Context: an optimization exercise on an open-source flow, tuned for small area, a short achievable clock period and few clock cycles. The choices shown serve that exercise and are no tape-out recipe. At most, simulation tests tie the RTL to the original design; equivalence was not proved.

// alu_seq
module alu_seq #(
    parameter int XLEN    = 32,
    parameter int SHAMT_W = $clog2(XLEN)
) (
    input  logic                clk,
    input  logic                rst_n,
    input  logic                flush,
    input  logic                in_valid,
    output logic                in_ready,
    input  logic [ALU_OP_W-1:0] op,
    input  logic                alu_src,
    input  logic [XLEN-1:0]     src1,
    input  logic [XLEN-1:0]     src2,
    input  logic [XLEN-1:0]     imm,
    output logic                out_valid,
    input  logic                out_ready,
    output logic [XLEN-1:0]     result,
    output logic                zero,
    output logic                busy
);
export LEC_CHECK = 0
export ABC_AREA = 1
export CAP_MARGIN = 20
export CORE_MARGIN = 2
export CORE_UTILIZATION = 40
export PLACE_DENSITY = 0.6
export SETUP_SLACK_MARGIN = 5
export SLEW_MARGIN = 20
create_clock -name core_clock -period 12.0 [get_ports {clk}]
run.sh (not shown) runs the stock make flow with config.mk's settings and CLKGATE_MAP_FILE= SYNTH_SCRIPT=/design/flow/synth_recipe.tcl, a recipe that flattens the netlist after the stock synthesis.
Testbench counts at the start, summed over its fixed seeds: cycles 10,672.
Edit:
--- a/flow/design.v
+++ b/flow/design.v
@@ -105,40 +105,41 @@
     input  logic [XLEN-1:0]     src1,
     input  logic [XLEN-1:0]     src2,
     input  logic [XLEN-1:0]     imm,
     output logic                out_valid,
     input  logic                out_ready,
     output logic [XLEN-1:0]     result,
     output logic                zero,
     output logic                busy
 );
     localparam int CW = SHAMT_W + 1;
     logic                xv_q;       
+    logic                xfin_q;     
     logic [2:0]          ph_q;
     logic [ALU_OP_W-1:0] xop_q;
     logic [XLEN-1:0]     xa_q, xb_q;
     logic [XLEN:0]       p_q;        
     logic [SHAMT_W-1:0]  cnt_q;
     logic                negq_q, negr_q;
     logic                bprev_q;    
     logic                v0_q, v1_q;
     logic [XLEN-1:0]     r0_q, r1_q;
     logic [XLEN-1:0] op2;
-    logic            accept, can_wr, wr, xadv, head_free, x_fin;
+    logic            accept, can_wr, wr, xadv, head_free;
     logic            in_mul, in_div, in_sgn, in_sa, in_sb;
     assign op2       = alu_src ? imm : src2;
-    assign in_ready  = !xv_q || (x_fin && !v1_q);
+    assign in_ready  = !xv_q || (xfin_q && !v1_q);
     assign accept    = in_valid && in_ready && !flush;
     assign can_wr    = !v1_q || out_ready;
-    assign wr        = xv_q && x_fin && can_wr;
-    assign xadv      = !x_fin || can_wr;
+    assign wr        = xv_q && xfin_q && can_wr;
+    assign xadv      = !xfin_q || can_wr;
     assign head_free = !v0_q || out_ready;
     assign in_mul = (op[4:2] == 3'b100);
     assign in_div = (op[4:2] == 3'b101);
     assign in_sgn = in_div && !op[0];
     assign in_sa  = in_sgn && src1[XLEN-1];
     assign in_sb  = in_sgn && op2[XLEN-1];
     logic            sub_mode, is_dabs, is_daln, is_dit, is_dfix, is_mul;
     logic [XLEN-1:0] add_a, add_b;
     logic [XLEN:0]   add_s;
     logic            slt, sltu;
     assign is_mul  = (ph_q == PH_MUL);
@@ -203,79 +204,69 @@
         .s     (m_sum)
     );
     assign m_lo   = {m_sum[7:0], xb_q[XLEN-1:8]};
     assign m_hi   = m_sum[XLEN+7:8];
     logic [XLEN-1:0] neg_in, neg_out, div_res;
     logic            d_ge;
     assign neg_in  = (is_dfix && !xop_q[1]) ? p_q[XLEN-1:0] : xa_q;
     assign neg_out = -neg_in;
     assign d_ge    = add_s[XLEN];
     assign div_res = xop_q[1] ? (negr_q ? neg_out : xa_q)
                               : (negq_q ? neg_out : p_q[XLEN-1:0]);
-    logic [XLEN-1:0] d_q, d_r;
-    logic            d_fix;
-    assign d_q   = is_dit ? {p_q[XLEN-2:0], d_ge} : (b_zero ? '1 : '0);
-    assign d_r   = (is_dit && d_ge) ? add_s[XLEN-1:0] : xa_q;
-    assign d_fix = xop_q[1] ? negr_q : negq_q;
-    always_comb begin
-        unique case (ph_q)
-            PH_MUL:  x_fin = m_last;
-            PH_DABS: x_fin = 1'b0;
-            PH_DALN: x_fin = (b_zero || q_zero) && !(xop_q[1] && negr_q);
-            PH_DIT:  x_fin = (cnt_q == '0) && !d_fix;
-            default: x_fin = 1'b1;
-        endcase
-    end
     logic [XLEN-1:0] x_res;
     assign x_res = is_mul  ? ((xop_q[1:0] == 2'd0) ? m_lo : m_hi)
                  : is_dfix ? div_res
-                 : (is_daln || is_dit) ? (xop_q[1] ? d_r : d_q)
                  : base_res;
     always_ff @(posedge clk or negedge rst_n) begin
         if (!rst_n) begin
             xv_q   <= 1'b0;
+            xfin_q <= 1'b0;
             ph_q   <= PH_EXE;
             v0_q   <= 1'b0;
             v1_q   <= 1'b0;
         end else if (flush) begin
             xv_q <= 1'b0;
             v0_q <= 1'b0;
             v1_q <= 1'b0;
         end else begin
             if (head_free) begin
                 v0_q <= v1_q || wr;
                 v1_q <= v1_q && wr;
             end else if (wr) begin
                 v1_q <= 1'b1;
             end
             if (accept) begin
                 xv_q   <= 1'b1;
+                xfin_q <= !(in_mul || in_div);
                 ph_q   <= in_mul ? PH_MUL
                         : in_div ? ((in_sa || in_sb) ? PH_DABS : PH_DALN)
                         : PH_EXE;
             end else if (xv_q && xadv) begin
                 unique case (ph_q)
-                    PH_MUL: if (m_last) xv_q <= 1'b0;
+                    PH_MUL: begin
+                        if (m_last) xv_q <= 1'b0;
+                        xfin_q <= (cnt_q[1:0] == 2'd2);
+                    end
                     PH_DABS: ph_q <= PH_DALN;
                     PH_DALN: begin
                         if (b_zero || q_zero) begin
-                            if (x_fin) xv_q <= 1'b0;
-                            ph_q <= PH_DFIX;
+                            ph_q   <= PH_DFIX;
+                            xfin_q <= 1'b1;
                         end else begin
                             ph_q <= PH_DIT;
                         end
                     end
                     PH_DIT: begin
                         if (cnt_q == '0) begin
-                            if (x_fin) xv_q <= 1'b0;
-                            ph_q <= PH_DFIX;
+                            ph_q   <= PH_DFIX;
+                            xfin_q <= 1'b1;
                         end
                     end
                     default: xv_q <= 1'b0;
                 endcase
             end
         end
     end
     always_ff @(posedge clk) begin
         if (accept) begin
             xop_q  <= op;
             xa_q   <= src1;
@@ -290,23 +281,26 @@
                 PH_MUL: begin
                     p_q   <= m_sum[XLEN+8:8];
                     bprev_q <= xb_q[7];
                     xb_q  <= m_lo;
                     cnt_q <= cnt_q + 1'b1;
                 end
                 PH_DABS: begin
                     if (xa_q[XLEN-1]) xa_q <= neg_out;
                     if (xb_q[XLEN-1]) xb_q <= add_s[XLEN-1:0];
                 end
                 PH_DALN: begin
-                    if (!b_zero && !q_zero) begin
+                    if (b_zero) begin
+                        p_q    <= '1;
+                        negq_q <= 1'b0;
+                    end else if (!q_zero) begin
                         xb_q  <= sh_out;
                         cnt_q <= zdiff[SHAMT_W-1:0];
                     end
                 end
                 PH_DIT: begin
                     if (d_ge) xa_q <= add_s[XLEN-1:0];
                     p_q   <= {p_q[XLEN-1:0], d_ge};
                     xb_q  <= xb_q >> 1;
                     cnt_q <= cnt_q - 1'b1;
                 end
                 default: ;
What happened:
- The changed run finished with timing, DRC and antenna clean
- register-to-register slack hardly moves
- worst setup slack gains 0.43 ns
- synthesized area drops by a few percent
- count of clock-buffer cells in the layout is lower by 1
- final area shrinks by a few percent
- sequential share of layout area went up by 0.97 points
- routed wire length is lower by roughly a tenth
- final cell count shrinks by a few percent
The RTL of the second run of this note was laid out without a check of its function.

-- port drivers added, routing unchanged --
Ports are ideal in the flow. The routed layouts listed here were re-timed in OpenROAD.
Step 1 sets driving cells, clkbuf_16 on the clock port and buf_2 on the other inputs (assumed; they add their load-dependent delay and slew).
Step 2 adds t to the input delays and takes it off the output delays; t is the mean of the earliest and latest rising clock arrival at the registers after step 1. Input paths then give back, and output paths get back, about the clock's delay inside the block.
Three values: ideal ports, drivers, drivers and shift; two values: the first two.
| run | t (ns) | slack for setup (ns) | worst setup path after step 2 | worst register clock-pin slew, ns | pins driven straight from the clock port |
|---|---|---|---|---|---|
| the first run | 0.534 | 4.567 / 4.508 / 4.997 | register to register | 0.09 / 0.09 | 1 |
| the second run | 0.583 | 4.998 / 4.998 / 4.998 | register to register | 0.11 / 0.11 | 1 |
After both steps every run listed still meets setup and hold.
